Context: an optimization exercise on an open-source flow, tuned for small area, a short achievable clock period and few clock cycles per item. The choices shown serve that exercise and are no tape-out recipe. Only simulation tests tie the RTL to the original design; equivalence was not proved. Power figures rest on the tool's default switching activity, not on a simulated workload.

==> flow/config.mk <==
export PLATFORM = sky130hd
export DESIGN_NAME = bounded_list_with_search
export DESIGN_NICKNAME = bounded_list_with_search
export VERILOG_FILES = /design/flow/design.v
export SDC_FILE = /design/flow/constraint.sdc
export NUM_CORES = 4
export LEC_CHECK = 0
export CAP_MARGIN = 20
export CORE_MARGIN = 2
export CORE_UTILIZATION = 40
export SLEW_MARGIN = 20
==> flow/constraint.sdc <==
create_clock -name core_clock -period 4.0 [get_ports {clk_i}]
set_input_delay 0.8000 -clock core_clock [delete_from_list [all_inputs] [get_ports {clk_i}]]
set_output_delay 0.8000 -clock core_clock [all_outputs]
set_load 0.01 [all_outputs]
==> flow/run.sh <==
#!/bin/bash
# synth_recipe.tcl (not shown) runs the flow's synth.tcl, then flattens the netlist and writes it again
# the make line also repeats each setting of config.mk as NAME=value (left out here)
make -C /OpenROAD-flow-scripts/flow DESIGN_CONFIG=/design/flow/config.mk WORK_HOME=/design/flow/orfs CLKGATE_MAP_FILE= SYNTH_SCRIPT=/design/flow/synth_recipe.tcl finish
==> flow/design.v <==
package bls_pkg;
  localparam int unsigned DEPTH = 16;
  localparam int unsigned IDX_W = $clog2(DEPTH);
  localparam int unsigned CNT_W = $clog2(DEPTH + 1);
  localparam int unsigned VAL_W = 32;
  typedef enum logic [2:0] {
    OP_PUSH_FRONT  = 3'd0,
    OP_APPEND_BACK = 3'd1,
    OP_POP_FRONT   = 3'd2,
    OP_POP_BACK    = 3'd3,
    OP_SEARCH      = 3'd4
  } op_e;
  typedef enum logic [1:0] {
    ST_DONE  = 2'd0,
    ST_FULL  = 2'd1,
    ST_EMPTY = 2'd2
  } status_e;
  typedef enum logic {
    S_IDLE,
    S_REPORT
  } state_e;
  typedef struct packed {
    logic take_prev;   
    logic take_next;   
    logic load;        
  } cell_ctrl_t;
endpackage
import bls_pkg::*;
module bls_cell (
  input  logic                          clk_i,
  input  bls_pkg::cell_ctrl_t           ctrl_i,
  input  logic [bls_pkg::VAL_W-1:0]     prev_i,
  input  logic [bls_pkg::VAL_W-1:0]     next_i,
  input  logic [bls_pkg::VAL_W-1:0]     value_i,
  input  logic                          live_i,
  output logic [bls_pkg::VAL_W-1:0]     data_o,
  output logic                          match_o
);
  logic [VAL_W-1:0] data_q, data_d;
  always_comb begin
    data_d = data_q;
    if (ctrl_i.take_prev) begin
      data_d = prev_i;
    end else if (ctrl_i.take_next) begin
      data_d = next_i;
    end else if (ctrl_i.load) begin
      data_d = value_i;
    end
  end
  always_ff @(posedge clk_i) begin
    data_q <= data_d;
  end
  assign data_o  = data_q;
  assign match_o = live_i && (data_q == value_i);
endmodule
import bls_pkg::*;
module bls_first_match (
  input  logic [bls_pkg::DEPTH-1:0] match_i,
  output logic                      found_o,
  output logic [bls_pkg::IDX_W-1:0] index_o
);
  always_comb begin
    index_o = '0;
    for (int i = DEPTH - 1; i >= 0; i--) begin
      if (match_i[i]) begin
        index_o = IDX_W'(i);
      end
    end
  end
  assign found_o = |match_i;
endmodule
import bls_pkg::*;
module bounded_list_with_search (
  input  logic                          clk_i,
  input  logic                          rst_ni,
  input  logic                          start,
  output logic                          busy,
  input  logic [2:0]                    opcode_i,
  input  logic signed [31:0]            value_i,
  output logic                          valid_o,
  output logic [1:0]                    status_o,
  output logic                          found_o,
  output logic [3:0]                    position_o,
  output logic [4:0]                    occupancy_o
);
  bls_pkg::state_e              state_q, state_d;
  logic [CNT_W-1:0]    count_q, count_d;
  bls_pkg::status_e             status_q, status_d;
  logic                search_q, search_d;
  logic [DEPTH-1:0]    match_q, match_d;
  logic                accept;
  logic                full;
  logic                empty;
  bls_pkg::op_e                 op;
  logic [VAL_W-1:0]    key;
  logic [VAL_W-1:0]    cell_data [DEPTH];
  logic [DEPTH-1:0]    match_w;
  logic                hit;
  logic [IDX_W-1:0]    hit_idx;
  assign accept = start && (state_q == S_IDLE);
  assign full   = (count_q == CNT_W'(DEPTH));
  assign empty  = (count_q == '0);
  assign op     = bls_pkg::op_e'(opcode_i);
  assign key    = VAL_W'(value_i);
  for (genvar k = 0; k < DEPTH; k++) begin : g_cell
    logic [VAL_W-1:0] prev_w;
    logic [VAL_W-1:0] next_w;
    bls_pkg::cell_ctrl_t ctrl_w;
    if (k == 0) begin : g_front
      assign prev_w = key;
    end else begin : g_mid
      assign prev_w = cell_data[k-1];
    end
    if (k == DEPTH - 1) begin : g_back
      assign next_w = cell_data[k];
    end else begin : g_inner
      assign next_w = cell_data[k+1];
    end
    assign ctrl_w.take_prev = accept && (op == OP_PUSH_FRONT) && !full;
    assign ctrl_w.take_next = accept && (op == OP_POP_FRONT) && !empty;
    assign ctrl_w.load      = accept && (op == OP_APPEND_BACK) && !full &&
                               (count_q == CNT_W'(k));
    bls_cell u_cell (
      .clk_i   (clk_i),
      .ctrl_i  (ctrl_w),
      .prev_i  (prev_w),
      .next_i  (next_w),
      .value_i (key),
      .live_i  (CNT_W'(k) < count_q),
      .data_o  (cell_data[k]),
      .match_o (match_w[k])
    );
  end
  always_comb begin
    state_d  = state_q;
    count_d  = count_q;
    status_d = status_q;
    search_d = search_q;
    match_d  = match_q;
    unique case (state_q)
      S_IDLE: begin
        if (start) begin
          state_d  = S_REPORT;
          status_d = ST_DONE;
          search_d = 1'b0;
          match_d  = match_w;
          case (op)
            OP_PUSH_FRONT, OP_APPEND_BACK: begin
              if (full) begin
                status_d = ST_FULL;
              end else begin
                count_d = count_q + CNT_W'(1);
              end
            end
            OP_POP_FRONT, OP_POP_BACK: begin
              if (empty) begin
                status_d = ST_EMPTY;
              end else begin
                count_d = count_q - CNT_W'(1);
              end
            end
            OP_SEARCH: begin
              search_d = 1'b1;
            end
            default: begin
            end
          endcase
        end
      end
      S_REPORT: begin
        state_d = S_IDLE;
      end
      default: begin
        state_d = S_IDLE;
      end
    endcase
  end
  always_ff @(posedge clk_i or negedge rst_ni) begin
    if (!rst_ni) begin
      state_q  <= S_IDLE;
      count_q  <= '0;
      status_q <= ST_DONE;
      search_q <= 1'b0;
    end else begin
      state_q  <= state_d;
      count_q  <= count_d;
      status_q <= status_d;
      search_q <= search_d;
    end
  end
  always_ff @(posedge clk_i) begin
    match_q <= match_d;
  end
  bls_first_match u_first_match (
    .match_i (match_q),
    .found_o (hit),
    .index_o (hit_idx)
  );
  assign busy        = (state_q == S_REPORT);
  assign valid_o     = (state_q == S_REPORT);
  assign status_o    = status_q;
  assign found_o     = search_q && hit;
  assign position_o  = (search_q && hit) ? hit_idx : '0;
  assign occupancy_o = count_q;
endmodule
==> impl_metrics.env <==
export IMPL_rr_worst_depth=8
export IMPL_status="finished clean"
export IMPL_cts_reportedPaths_clkPinSlew_ns=0.07
export IMPL_post_cts_buffers=0
export IMPL_peakVddDrop_mv=0.352
export IMPL_drive_gt1_frac=0.0996
export IMPL_muxShareOfSynthArea=0
export IMPL_crit_path_end_kind="output pin"
export IMPL_area_growth_pct=12.0
export IMPL_synth_edff_count=528
export IMPL_drt_iter0_drc=3332
export IMPL_grt_antenna_before_repair=0
export IMPL_dpl_cell_count=3182
export IMPL_synthXorXnorAreaFrac=0.155
export IMPL_yosys_warnings=4
export IMPL_path_delay_family="simple AND/OR/NAND/NOR gates"
export IMPL_cts_hold_buffers_added=0
export IMPL_yosysSeqAreaShare=0.550
export IMPL_core_area_mm2=0.0727
export IMPL_die_y_um=274
export IMPL_gr_total_overflow=0
export IMPL_syn_area_per_cell_um2=12.7
export IMPL_setup_ws_ns=0.440
export IMPL_layout_commonest_cell="edfxtp_1"
export IMPL_cts_tree="yes"
export IMPL_htree_num_levels=2
export IMPL_rsz0062_at_grt="false"
export IMPL_final_cells=3288
export IMPL_period_minus_slack_ns=3.56
export IMPL_ys_types=44
export IMPL_cts_buffers=60
export IMPL_grt_pass1_wl_um=149000
export IMPL_syn_area_mm2=0.0293
export IMPL_synth_compound_area_frac=0.163
export IMPL_drv_cap=0
export IMPL_slew_headroom=0.260
export IMPL_gp_congestion=0.961
export IMPL_io_pins=52
export IMPL_die_area_mm2=0.0753
export IMPL_setup_viol=0
export IMPL_diodes=0
export IMPL_drc=0
export IMPL_grt_max_degree=156
export IMPL_grtUsageTotal=0.273
export IMPL_timing_final_max_slew_violations=0
export IMPL_worstMarginPinSlew_ns=1.11
export IMPL_slowest_delay_ns=0.57
export IMPL_synthAdderAreaFrac=0.00214
export IMPL_finalCritPeriodShare=0.890
export IMPL_synth_nets=2339
export IMPL_hp_class="primary input to async pin"
export IMPL_place_area_mm2=0.0310
export IMPL_finalHoldViolations=0
export IMPL_final_cell_mix="edfxtp_1, a221o_1, xor2_1, nand2_1, xnor2_1"
export IMPL_cts_resized=0
export IMPL_synthFlopType="edfxtp_1"
export IMPL_fmax_ghz=0.281
export IMPL_crit_cells=5
export IMPL_nets=2328
export IMPL_worstPathArrival_ns=2.76
export IMPL_vias=21500
export IMPL_clockBufferDepth=3
export IMPL_critical_path_class="flip-flop to output pin"
export IMPL_async_flop_share=0.0168
export IMPL_vias_per_cell=6.54
export IMPL_grt_pass1_vias=20300
export IMPL_start_util=0.402
export IMPL_crit_chain="or3_1 > or4_1 > nand2b_1 > a211oi_1 > clkdlybuf4s50_1"
export IMPL_p_leak_uw=0.0111
export IMPL_start_kind="flip-flop"
export IMPL_port_buffers=51
export IMPL_wl_per_cell_um=31.8
export IMPL_wirelength_um=104000
export IMPL_synth_simple_area_share=0.0812
export IMPL_dr_pass1_iters=6
export IMPL_cts_root_buf="clkbuf_16"
export IMPL_postLayoutCoreUtil=0.451
export IMPL_cts_sink_count=537
export IMPL_synth_seq_cells=537
export IMPL_rows=99
export IMPL_crit_path_max_fanout=4
export IMPL_insertion_delay_ns=0.63
export IMPL_postRouteAntennaNets=0
export IMPL_die_x_um=274
export IMPL_dpl_hpwl_um=76300
export IMPL_whs_ns=0.477
export IMPL_required_ns=3.20
export IMPL_synth_top_family_by_area="compound AO/OA/AOI/OAI gates"
export IMPL_fin_skew_ns=0.0126
export IMPL_p_per_area_mw_per_mm2=443
export IMPL_cp_num_buf_inv=1
export IMPL_slowest_stage="or4_1"
export IMPL_syn_inst=2296
export IMPL_finalInstanceArea_mm2=0.0328
export IMPL_pre_cts_ws_ns=0.0618
[cells in the mapped netlist (all sizes together) (3+ instances only)]
cell	number	area (um^2)
nand2	218	818
xor2	322	2820
a2111oi	4	35.0
or4	5	37.5
or3	3	18.8
nand3	16	80.1
a221o	448	4480
edfxtp	528	15900
nor4	89	557
clkbuf	164	617
and3	32	220
a21oi	6	30.0
xnor2	195	1710
inv	9	33.8
ha	5	62.6
nor3	18	90.1
o21ai	21	105
nand4	61	382
buf	94	782
nor2	19	71.3
nand2b	8	50.1
dfrtp	9	225
[layer usage]
layer / GRT usage / share of wire
met5: 0 / 0
met4: 0.149 / 0.063
met3: 0.0326 / 0.084
met2: 0.415 / 0.45
met1: 0.380 / 0.40
[final timing paths]
| kind | slack, ns | from | end |
|---|---|---|---|
| max in group asynchronous | 3.22 | rst_ni | count_q[4] |
| min in group core_clock | 0.49 | status_q[0] | status_q[0] |
| setup reg to reg | 0.52 | count_q[1] | g_cell[7].u_cell.data_q[18] |
| setup / recovery | 0.44 | match_q[1] | position_o[0] |
| hold reg to reg | 0.49 | status_q[0] | status_q[0] |
| hold / removal | 0.48 | rst_ni | count_q[0] |
[flip-flops by register name (all words and copies together), names as in the netlist]
register and cells:
g_cell.u_cell.data_q 512, match_q 16, count_q 5, status_q 2, search_q 1, state_q 1
[power breakdown]
group / total, uW / internal, uW / leakage, uW / switching, uW
clock network: 5190 / 2870 / 0.000851 / 2320
registers: 6870 / 6580 / 0.00494 / 289
logic: 2450 / 883 / 0.00529 / 1570
[cell type report]
class                           instances  area, um^2
Clock buffer                           82        1630
Clock inverter                         24         128
Fill cell                            6544       39900
Inverter                                9        33.8
Multi-Input combinational cell       1492       11900
Sequential cell                       537       16100
Tap cell                              959        1200
Timing Repair Buffer                  185        1790
[stage by stage]
| stage | setup TNS [ns] | power [uW] |
|---|---|---|
| global placement | -0.0329 | 9330 |
| finish | 0 | 14500 |
| floorplan | -31.83 | 8360 |
| CTS | 0 | 14500 |
| detailed placement | 0 | 9380 |
| global route | 0 | 14900 |
[kinds of logic after synthesis]
| logic type | Yosys count |
|---|---|
| AOI/OAI and AO/OA | 495 |
| xor gates and xnor gates | 517 |
| adders and majority gates | 5 |
| buffers and inverters | 267 |
| DFF | 537 |
| and+or+nand+nor | 475 |
Testbench counts, summed over its fixed seeds: cycles 9,600, items 4,800.

## re-timing with driven ports
Ports are ideal in the flow. The routed layout listed here was re-timed in OpenROAD. Step 1, drivers: a clkbuf_16 drives clk_i and a buf_2 each remaining input, both assumed. Step 2 moves the port delays by t, midway between the first and last clock arrival at a register: inputs arrive t later, outputs are due t later. That takes back most of the time a late clock gives input paths. a / b / c = no drivers / after step 1 / after step 2; a / b = the first two.
t, ns: 0.690
setup slack, ns: 0.440 / 0.375 / -0.165
worst hold slack (ns): 0.477 / 0.434 / 0.487
clock arrival spread, ns: 0.015 / 0.016
pins driven straight from the clock port: 1
Met with ideal ports but missed after step 2: setup timing in this run. For this run, drivers alone change the setup slack by -0.065 ns; drivers and shift together by -0.605 ns.
